This design comes from an exercise in tuning for small area on the open sky130 flow, not from production work. In this exercise RTL edits were held to simulation tests only and were not proved equivalent to the original. No activity file was given, so power comes from the tool's default toggle rates.

nickel:
// aes_run_sequencer
module aes_run_sequencer #(
    parameter int DATA_W      = 128,
    parameter int TIMEOUT_CYC = 1024
) (
    input  logic               clk,
    input  logic               rst,
    input  logic               swrst,
    input  logic               run,
    input  logic               extin_en,
    input  logic [7:0]         extin_addr,
    input  logic [DATA_W-1:0]  extin_data,
    input  logic [7:0]         extout_addr,
    output logic [DATA_W-1:0]  extout_data,
    output logic [DATA_W-1:0]  core_key,
    output logic [DATA_W-1:0]  core_din,
    output logic               core_start,
    input  logic [DATA_W-1:0]  core_dout,
    input  logic               core_done,
    output logic               core_abort,
    output logic               trigger,
    output logic               busy
);
    localparam int                 C_CNT_W    = 11;
    localparam logic [C_CNT_W-1:0] C_TMO_LAST = 11'h55f;
    localparam logic [2:0] S_IDLE  = 3'b000;
    localparam logic [2:0] S_LOAD  = 3'b100;
    localparam logic [2:0] S_STORE = 3'b101;
    localparam logic [2:0] S_START = 3'b110;
    localparam logic [2:0] S_WAIT  = 3'b111;
    logic [2:0]         r_state;
    logic [2:0]         w_state_next;
    logic [DATA_W-1:0]  r_key;
    logic [DATA_W-1:0]  r_pt;
    logic [DATA_W-1:0]  r_ct;
    logic [DATA_W-1:0]  r_cfg;
    logic [DATA_W-1:0]  r_hold;
    logic               r_pend_key;
    logic               r_pend_pt;
    logic               r_pend_ct;
    logic               r_pend_cfg;
    logic               r_sel_key;
    logic               r_sel_pt;
    logic               r_sel_ct;
  ...
clock: 5.0 ns
lec_check: 0
cap_margin: 20
core_margin: 2
core_utilization: 50
slew_margin: 20
synth_hierarchical: 1
synth_minimum_keep_size: 0
standard.sh (not shown) runs the stock make flow with config.mk's settings and CLKGATE_MAP_FILE= SYNTH_SCRIPT=/design/flow/synth_recipe.tcl, a recipe that flattens the netlist after the stock synthesis.
==> flow/flow/run.sh <==
#!/bin/bash
# Layout flow: the standard ORFS flow (standard.sh, standard synthesis
# unchanged) with two placement/CTS settings changed:
#   * port buffers use the smallest buffer (buf_1) instead of the default
#     pick; every input and output port still gets its own buffer;
#   * CTS builds the tree from clkbuf_8 with clusters of up to 16 sinks
#     within 50 um, and inserts no dummy loads.
# The make output goes to flow_make.log here; each ORFS step keeps its own
# log under orfs/logs/.
set -euo pipefail
export BUFFER_PORTS_ARGS="-buffer_cell sky130_fd_sc_hd__buf_1"
export CTS_ARGS="-sink_clustering_enable -repair_clock_nets -dont_use_dummy_load -sink_clustering_size 16 -sink_clustering_max_diameter 50 -buf_list {sky130_fd_sc_hd__clkbuf_8}"
bash standard.sh finish > flow_make.log 2>&1
Relative to nickel, the following input files were edited for maple:
Settings: a change of CORE_UTILIZATION from 50 to 60.
==> flow/flow/run.sh <==
#!/bin/bash
# Layout flow: the standard ORFS flow (standard.sh, standard synthesis
# unchanged) with two placement/CTS settings changed:
#   * port buffers use the smallest buffer (buf_1) instead of the default
#     pick; every input and output port still gets its own buffer;
#   * CTS builds the tree from clkbuf_8 with clusters of up to 16 sinks
#     within 60 um, and inserts no dummy loads.
# The make output goes to flow_make.log here; each ORFS step keeps its own
# log under orfs/logs/.
set -euo pipefail
export BUFFER_PORTS_ARGS="-buffer_cell sky130_fd_sc_hd__buf_1"
export CTS_ARGS="-sink_clustering_enable -repair_clock_nets -dont_use_dummy_load -sink_clustering_size 16 -sink_clustering_max_diameter 60 -buf_list {sky130_fd_sc_hd__clkbuf_8}"
bash standard.sh finish > flow_make.log 2>&1
## What came out
Looking at the reports, maple completed the entire flow and the layout it produced met the timing, design-rule and antenna checks.
Number of vias after detailed routing was higher in the run labelled maple.
From maple to nickel, cell count of the worst hold path did not move at all.
Cell-internal power: maple < nickel
Compared with nickel, maple improves cell area.
Post-detailed-placement cell area: maple < nickel
Higher register-to-register slack among nickel and maple: maple
maple vs nickel — count of routing violations after the opening detailed-route iteration climbed by more than 10%
Relative to nickel, the routed wire length of maple is lower by 1.9%.
Worst setup path endpoint: extout_data[62] -> nickel, extout_data[102] -> maple
Between maple and nickel, it is maple whose ratio of cells with drive above 1 in the final layout is lower, by 0.16 points.
### maple -> indigo
==> flow/flow/run.sh <==
#!/bin/bash
# Layout flow: the standard ORFS flow (standard.sh, standard synthesis
# unchanged) with two placement/CTS settings changed:
#   * port buffers use the smallest buffer (buf_1) instead of the default
#     pick; every input and output port still gets its own buffer;
#   * CTS builds the tree from clkbuf_8 with clusters of up to 16 sinks
#     within 50 um, and inserts no dummy loads.
# The make output goes to flow_make.log here; each ORFS step keeps its own
# log under orfs/logs/.
set -euo pipefail
export BUFFER_PORTS_ARGS="-buffer_cell sky130_fd_sc_hd__buf_1"
export CTS_ARGS="-sink_clustering_enable -repair_clock_nets -dont_use_dummy_load -sink_clustering_size 16 -sink_clustering_max_diameter 50 -buf_list {sky130_fd_sc_hd__clkbuf_8}"
bash standard.sh finish > flow_make.log 2>&1
Final worst-path setup slack delta for indigo relative to maple: 0.013 ns lower. Final layout net count delta (indigo -> maple): insignificant. Lower initial detailed-routing violation count among indigo and maple: indigo. Compared indigo vs maple, and global-route wire length before repair is down in indigo. STATUS minimum clock period after layout: indigo loses against maple. In terms of data arrival at the endpoint of the critical path, indigo and maple differ only marginally. On number of antenna diodes: indigo sits above maple.

## afterwards: timing with drivers on the ports
How much do the figures lean on ideal ports? The routed layouts below were timed once more, with nothing changed but the port constraints.
Step 1, drivers: a clkbuf_16 drives clk and a buf_2 each remaining input, both assumed.
Step 2 times the ports against the registers' clock, not the clock port: input delays grow and output delays shrink by t, the midpoint of the rising clock arrivals with the driver on.
a / b / c = ideal / step 1 / step 2; a / b = the first two.
run	t, ns	setup slack, ns	worst hold slack (ns)	worst slew at a driven data input, ns
nickel	0.720	1.462 / 1.406 / 1.756	0.363 / 0.363 / 0.363	0.11
maple	0.704	1.292 / 1.237 / 1.661	0.372 / 0.372 / 0.372	0.12
indigo	0.716	1.279 / 1.225 / 1.661	0.368 / 0.368 / 0.368	0.11
After both steps setup and hold are still met in every run listed.
